This design comes from an exercise in tuning for small area and a short achievable clock period on the open sky130 flow, not from production work.
The RTL was checked by simulation tests, not by an equivalence proof against the original design.

// datapath
module datapath (
  input  logic             Clock,
  input  logic             clear,
  input  logic [WIDTH-1:0] Mdatain,
  input  logic             Read,
  input  logic             write,
  input  logic R0in,  R1in,  R2in,  R3in,  R4in,  R5in,  R6in,  R7in,
  input  logic R8in,  R9in,  R10in, R11in, R12in, R13in, R14in, R15in,
  input  logic R0out, R1out, R2out, R3out, R4out, R5out, R6out, R7out,
  input  logic R8out, R9out, R10out, R11out, R12out, R13out, R14out, R15out,
  input  logic             PCin,
  input  logic             IRin,
  input  logic             MARin,
  input  logic             MDRin,
  input  logic             Yin,
  input  logic             PCout,
  input  logic             MDRout,
  input  logic             Zlowout,
  input  logic             CSignout,
  input  logic             ZMuxOut,
  input  logic             ZMuxEnbale,
  input  logic             ZSelect,
  input  logic             Zin,
  input  logic             IncPC,
  input  logic             aluin,
  input  logic [OP_W-1:0]  aluControl,
  input  logic             AND,
  output logic [WIDTH-1:0] out
);
Size in the first run: about 11000 cells after synthesis, about 690 flip-flops, ~90000 µm² of cells after synthesis.
==> module datapath_alu, before the edit <==
module datapath_alu (
  input  logic [WIDTH-1:0] a,
  input  logic [WIDTH-1:0] b,
  input  logic [OP_W-1:0]  op,
  output logic [2*WIDTH-1:0] result
);
  logic [SH_W-1:0] sh;
  assign sh = b[SH_W-1:0];
  logic             is_neg, inv;
  logic [WIDTH-1:0] xa, sum;
  assign is_neg = (op == OP_NEG);
  assign inv    = (op == OP_SUB) | is_neg;
  assign xa     = is_neg ? '0 : a;
  assign sum    = xa + (b ^ {WIDTH{inv}}) + {{(WIDTH-1){1'b0}}, inv};
  logic             left;
  logic [SH_W-1:0]  r;
  logic [WIDTH-1:0] rot, ge;     
  logic [WIDTH-1:0] shr_m;       
  assign left = (op == OP_ROL) | (op == OP_SHL);
  assign r    = left ? (SH_W'(0) - sh) : sh;
  logic [2*WIDTH-1:0] rot2;
  assign rot2 = {a, a} >> r;
  assign rot  = rot2[WIDTH-1:0];
  for (genvar i = 0; i < WIDTH; i++) begin : g_mask
    assign ge[i]    = (SH_W'(i) >= sh);
    assign shr_m[i] = ge[WIDTH-1-i];
  end
  logic [2*WIDTH-1:0] prod;
  logic [WIDTH-1:0]   quo, rem;
  datapath_muldiv u_md (.a(a), .b(b), .mul(op == OP_MUL), .prod(prod), .quo(quo), .rem(rem));
  always_comb begin
    result = '0;
    case (op)
      OP_ADD, OP_SUB, OP_NEG: result[WIDTH-1:0] = sum;
      OP_AND:  result[WIDTH-1:0] = a & b;
      OP_OR:   result[WIDTH-1:0] = a | b;
      OP_ROR, OP_ROL: result[WIDTH-1:0] = rot;
      OP_SHR:  result[WIDTH-1:0] = rot & shr_m;
      OP_SHRA: result[WIDTH-1:0] = (rot & shr_m) | ({WIDTH{a[WIDTH-1]}} & ~shr_m);
      OP_SHL:  result[WIDTH-1:0] = rot & ge;
      OP_MUL:  result = prod;
      OP_DIV:  result = {rem, quo};
      OP_NOT:  result[WIDTH-1:0] = ~b;
      default: result = '0;
    endcase
  end
endmodule
clock: 150.0 ns
lec_check: 0
cap_margin: 20
core_margin: 2
core_utilization: 45
slew_margin: 20
run.sh (not shown) runs the stock make flow with config.mk's settings and CLKGATE_MAP_FILE= SYNTH_SCRIPT=/design/flow/synth_recipe.tcl, a recipe that flattens the netlist after the stock synthesis.
Edit:
--- a/flow/design.v
+++ b/flow/design.v
@@ -153,42 +153,26 @@
   output logic [2*WIDTH-1:0] result
 );
   logic [SH_W-1:0] sh;
   assign sh = b[SH_W-1:0];
-  logic             is_neg, inv;
-  logic [WIDTH-1:0] xa, sum;
-  assign is_neg = (op == OP_NEG);
-  assign inv    = (op == OP_SUB) | is_neg;
-  assign xa     = is_neg ? '0 : a;
-  assign sum    = xa + (b ^ {WIDTH{inv}}) + {{(WIDTH-1){1'b0}}, inv};
-  logic             left;
-  logic [SH_W-1:0]  r;
-  logic [WIDTH-1:0] rot, ge;     
-  logic [WIDTH-1:0] shr_m;       
-  assign left = (op == OP_ROL) | (op == OP_SHL);
-  assign r    = left ? (SH_W'(0) - sh) : sh;
-  logic [2*WIDTH-1:0] rot2;
-  assign rot2 = {a, a} >> r;
-  assign rot  = rot2[WIDTH-1:0];
-  for (genvar i = 0; i < WIDTH; i++) begin : g_mask
-    assign ge[i]    = (SH_W'(i) >= sh);
-    assign shr_m[i] = ge[WIDTH-1-i];
-  end
   logic [2*WIDTH-1:0] prod;
   logic [WIDTH-1:0]   quo, rem;
   datapath_muldiv u_md (.a(a), .b(b), .mul(op == OP_MUL), .prod(prod), .quo(quo), .rem(rem));
   always_comb begin
     result = '0;
     case (op)
-      OP_ADD, OP_SUB, OP_NEG: result[WIDTH-1:0] = sum;
+      OP_ADD:  result[WIDTH-1:0] = a + b;
+      OP_SUB:  result[WIDTH-1:0] = a - b;
       OP_AND:  result[WIDTH-1:0] = a & b;
       OP_OR:   result[WIDTH-1:0] = a | b;
-      OP_ROR, OP_ROL: result[WIDTH-1:0] = rot;
-      OP_SHR:  result[WIDTH-1:0] = rot & shr_m;
-      OP_SHRA: result[WIDTH-1:0] = (rot & shr_m) | ({WIDTH{a[WIDTH-1]}} & ~shr_m);
-      OP_SHL:  result[WIDTH-1:0] = rot & ge;
+      OP_ROR:  result[WIDTH-1:0] = (a >> sh) | (a << (7'(WIDTH) - {2'b00, sh}));
+      OP_ROL:  result[WIDTH-1:0] = (a << sh) | (a >> (7'(WIDTH) - {2'b00, sh}));
+      OP_SHR:  result[WIDTH-1:0] = a >> sh;
+      OP_SHRA: result[WIDTH-1:0] = $signed(a) >>> sh;
+      OP_SHL:  result[WIDTH-1:0] = a << sh;
       OP_MUL:  result = prod;
       OP_DIV:  result = {rem, quo};
+      OP_NEG:  result[WIDTH-1:0] = 32'd0 - b;
       OP_NOT:  result[WIDTH-1:0] = ~b;
       default: result = '0;
     endcase
   end
The changed run ran to the end with no violations.
Clock skew came out higher by 4.6 ps.
Cell count came out higher by a little under a tenth.
Synthesized cell count came out higher by a little under a tenth.
Count of clock-buffer cells in the layout came out lower by 10.
Routed wire length came out higher by a quarter to a third.
Setup slack is worse by 1100 ps.
Design area came out higher by a few percent.
Fmax came out lower slightly.
Critical path depth came out higher by 13.
Area after synthesis came out higher by a few percent.
Sequential share of layout area came out lower by 0.91 points.

* * *

## v6
datapath, a different RTL version from the one above (not shown whole).
Size in the first run: about 13,000 cells after synthesis, ~690 flip-flops, roughly 90,000 sq um of cells after synthesis.
==> module datapath_muldiv, before the edit <==
module datapath_muldiv (
  input  logic        [31:0] a,
  input  logic        [31:0] b,
  input  logic               mul,
  output logic        [63:0] prod,
  output logic        [31:0] quo,
  output logic        [31:0] rem
);
  logic [31:0] an, bn;
  logic        bz;
  assign an = a[31] ? 32'd0 - a : a;
  assign bn = b[31] ? 32'd0 - b : b;
  assign bz = (b == 32'd0);
  logic [7:0]      nz4;
  logic [7:0][1:0] l4;
  logic [3:0]      nz8;
  logic [3:0][2:0] l8;
  logic [1:0]      nz16;
  logic [1:0][3:0] l16;
  logic [4:0]      s;
  for (genvar i = 0; i < 8; i++) begin : g_lz4
    assign nz4[i] = |bn[4*i+3:4*i];
    assign l4[i]  = bn[4*i+3] ? 2'd0 : bn[4*i+2] ? 2'd1 : bn[4*i+1] ? 2'd2 : 2'd3;
  end
  for (genvar i = 0; i < 4; i++) begin : g_lz8
    assign nz8[i] = nz4[2*i+1] | nz4[2*i];
    assign l8[i]  = nz4[2*i+1] ? {1'b0, l4[2*i+1]} : {1'b1, l4[2*i]};
  end
  for (genvar i = 0; i < 2; i++) begin : g_lz16
    assign nz16[i] = nz8[2*i+1] | nz8[2*i];
    assign l16[i]  = nz8[2*i+1] ? {1'b0, l8[2*i+1]} : {1'b1, l8[2*i]};
  end
  assign s = nz16[1] ? {1'b0, l16[1]} : {1'b1, l16[0]};
  logic [31:0] dn;
  logic [63:0] x;
  assign dn = bn << s;
  assign x  = {32'd0, an} << s;
  logic signed [6:0] m2, m1, m0, mm1;
  always_comb begin
    case (dn[30:28])
      3'd0:    {m2, m1, m0, mm1} = {7'sd12, 7'sd3, -7'sd5,  -7'sd13};
      3'd1:    {m2, m1, m0, mm1} = {7'sd14, 7'sd4, -7'sd6,  -7'sd15};
      3'd2:    {m2, m1, m0, mm1} = {7'sd15, 7'sd4, -7'sd6,  -7'sd16};
      3'd3:    {m2, m1, m0, mm1} = {7'sd16, 7'sd4, -7'sd7,  -7'sd18};
      3'd4:    {m2, m1, m0, mm1} = {7'sd18, 7'sd5, -7'sd8,  -7'sd20};
      3'd5:    {m2, m1, m0, mm1} = {7'sd19, 7'sd5, -7'sd8,  -7'sd21};
      3'd6:    {m2, m1, m0, mm1} = {7'sd20, 7'sd5, -7'sd9,  -7'sd23};
      default: {m2, m1, m0, mm1} = {7'sd22, 7'sd6, -7'sd10, -7'sd25};
    endcase
  end
  logic [34:0] op1, op2;
  assign op1 = mul ? {{3{b[31]}}, b} : {3'b000, dn};
  assign op2 = {op1[33:0], 1'b0};
  logic [34:0] ss [0:16];
  logic [34:0] cc [0:16];
  logic [15:0] k1, k2, kn;        
  logic [15:0] hs0, hs1, hc0, hc1, hm;    
  assign ss[0] = mul ? 35'h0_AAAA_AAAC : {3'b000, x[63:32]};
  assign cc[0] = '0;
  for (genvar j = 0; j < 16; j++) begin : g_row
    logic [34:0] us, uc, e, ad, mj;
    logic signed [6:0] v;
    logic        q2, q1, q0, qm1;
    logic        bk2, bk1, bk0;
    assign us = {ss[j][32:0], 2'b00};
    assign uc = {cc[j][32:0], mul ? 2'b00 : x[31-2*j:30-2*j]};
    assign v   = us[34:28] + uc[34:28];
    assign q2  = v >= m2;
    assign q1  = v >= m1;
    assign q0  = v >= m0;
    assign qm1 = v >= mm1;
    assign bk2 = a[31-2*j];
    assign bk1 = a[30-2*j];
    if (j < 15) begin : g_b
      assign bk0 = a[29-2*j];
    end else begin : g_b0
      assign bk0 = 1'b0;
    end
    assign kn[j] = mul ? bk2 : q1;
    assign k1[j] = mul ? (bk1 ^ bk0) : ((q1 & ~q2) | (qm1 & ~q0));
    assign k2[j] = mul ? ((bk2 & ~bk1 & ~bk0) | (~bk2 & bk1 & bk0)) : (q2 | ~qm1);
    assign e  = (({35{k1[j]}} & op1) | ({35{k2[j]}} & op2)) ^ {35{kn[j]}};
    assign ad = {e[34] ^ mul, e[33:0]};
    assign mj = (us & uc) | (us & ad) | (uc & ad);
    assign ss[j+1] = us ^ uc ^ ad;
    assign cc[j+1] = {mj[33:0], kn[j]};
    assign hs0[j] = ss[j][33];
    assign hs1[j] = ss[j][34];
    assign hc0[j] = cc[j][33];
    assign hc1[j] = cc[j][34];
    assign hm[j]  = mj[34];
  end
  logic [63:0] pa, pb, pm;
  assign pa[34:0] = ss[16];
  assign pb[34:0] = cc[16];
  assign pm[34:0] = '0;
  for (genvar j = 1; j < 16; j++) begin : g_hi
    assign pa[65-2*j] = hs0[j];
    assign pb[65-2*j] = hc0[j];
    assign pm[65-2*j] = hm[j];
    if (j >= 2) begin : g_even
      assign pa[66-2*j] = hs1[j];
      assign pb[66-2*j] = hc1[j];
      assign pm[66-2*j] = 1'b0;
    end
  end
  assign prod = pa + pb + pm;
  logic [34:0] t;
  logic        tneg;
  logic [31:0] rx, qp, qn, uq, ur;
  for (genvar j = 0; j < 16; j++) begin : g_q
    assign qp[31-2*j:30-2*j] = {k2[j] & kn[j], k1[j] & kn[j]};
    assign qn[31-2*j:30-2*j] = {k2[j] & ~kn[j], k1[j] & ~kn[j]};
  end
  assign t    = prod[34:0];    
  assign tneg = t[34];
  assign uq   = qp + ~qn + {31'd0, ~tneg};
  assign rx   = t[31:0] + (tneg ? dn : 32'd0);
  assign ur   = rx >> s;
  assign quo  = bz ? 32'hFFFF_FFFF : ((a[31] ^ b[31]) ? 32'd0 - uq : uq);
  assign rem  = bz ? a : (a[31] ? 32'd0 - ur : ur);
endmodule
export LEC_CHECK = 0
export ABC_AREA = 1
export CAP_MARGIN = 20
export CORE_MARGIN = 2
export CORE_UTILIZATION = 45
export SLEW_MARGIN = 20
create_clock -name core_clock -period 150.0 [get_ports {Clock}]
standard.sh (not shown) runs the stock make flow with config.mk's settings and CLKGATE_MAP_FILE= SYNTH_SCRIPT=/design/flow/synth_recipe.tcl, a recipe that flattens the netlist after the stock synthesis.
==> flow/flow/run.sh <==
#!/bin/bash
# The standard layout, with timing repair aimed at a setup slack margin
# (ORFS SETUP_SLACK_MARGIN): the clock period and constraints are unchanged,
# repair just keeps working on the critical paths past zero slack.
# Pin swapping is left out of repair (SKIP_PIN_SWAP) so the layout stays
# structurally close to the synthesized netlist.
set -euo pipefail
export SETUP_SLACK_MARGIN="$(cat flow/setup_margin)"
export SKIP_PIN_SWAP=1
bash standard.sh finish > standard.log 2>&1
==> flow/flow/setup_margin <==
50
Modified inputs, v7 compared to v6
diff --git a/flow/design.v b/flow/design.v
--- a/flow/design.v
+++ b/flow/design.v
@@ -138,7 +138,7 @@
     assign qp[31-2*j:30-2*j] = {k2[j] & kn[j], k1[j] & kn[j]};
     assign qn[31-2*j:30-2*j] = {k2[j] & ~kn[j], k1[j] & ~kn[j]};
   end
-  assign t    = prod[34:0];    
+  assign t    = ss[16] + cc[16];
   assign tneg = t[34];
   assign uq   = qp + ~qn + {31'd0, ~tneg};
   assign rx   = t[31:0] + (tneg ? dn : 32'd0);
Findings:
- As far as multi-input gate share of the layout cell area is concerned, v6 and v7 perform about the same.
- Higher smallest hold slack among v6 and v7: v7
- Taking v6 as the reference point, the sequential share of layout area of v7 rises by 0.17 points.
- Final core utilization: v7 vs v6 down 1.6 points

## static timing again, ports no longer ideal
Ports are ideal in the flow. The routed layouts listed here were re-timed in OpenROAD. Step 1 (the two cells are an assumption about what drives the block):
set clk [get_ports {Clock}]
set_driving_cell -lib_cell sky130_fd_sc_hd__clkbuf_16 $clk
set_driving_cell -lib_cell sky130_fd_sc_hd__buf_2 [delete_from_list [all_inputs] $clk]
Step 2 moves the port delays by t, midway between the first and last clock arrival at a register: inputs arrive t later, outputs are due t later. That takes back most of the time a late clock gives input paths. Slacks: ideal / step 1 / step 2; pairs: ideal / step 1.
run	t, ns	setup WS [ns]	worst hold slack (ns)	worst setup path at the end	clock arrival spread, ns
the first run of note 1	0.766	26.658 / 26.719 / 25.954	0.492 / 0.492 / 0.492	input to register	0.055 / 0.055
the second run of note 1	0.782	25.551 / 25.612 / 24.830	0.482 / 0.482 / 0.482	input to register	0.060 / 0.059
v6	0.748	51.635 / 51.693 / 50.944	0.475 / 0.475 / 0.475	input to register	0.042 / 0.041
v7	0.777	52.335 / 52.197 / 51.420	0.491 / 0.491 / 0.491	input to register	0.065 / 0.066
After both steps every run listed still meets setup and hold. For v7, which loses most, drivers alone change the setup slack by -0.138 ns; drivers and shift together by -0.915 ns.
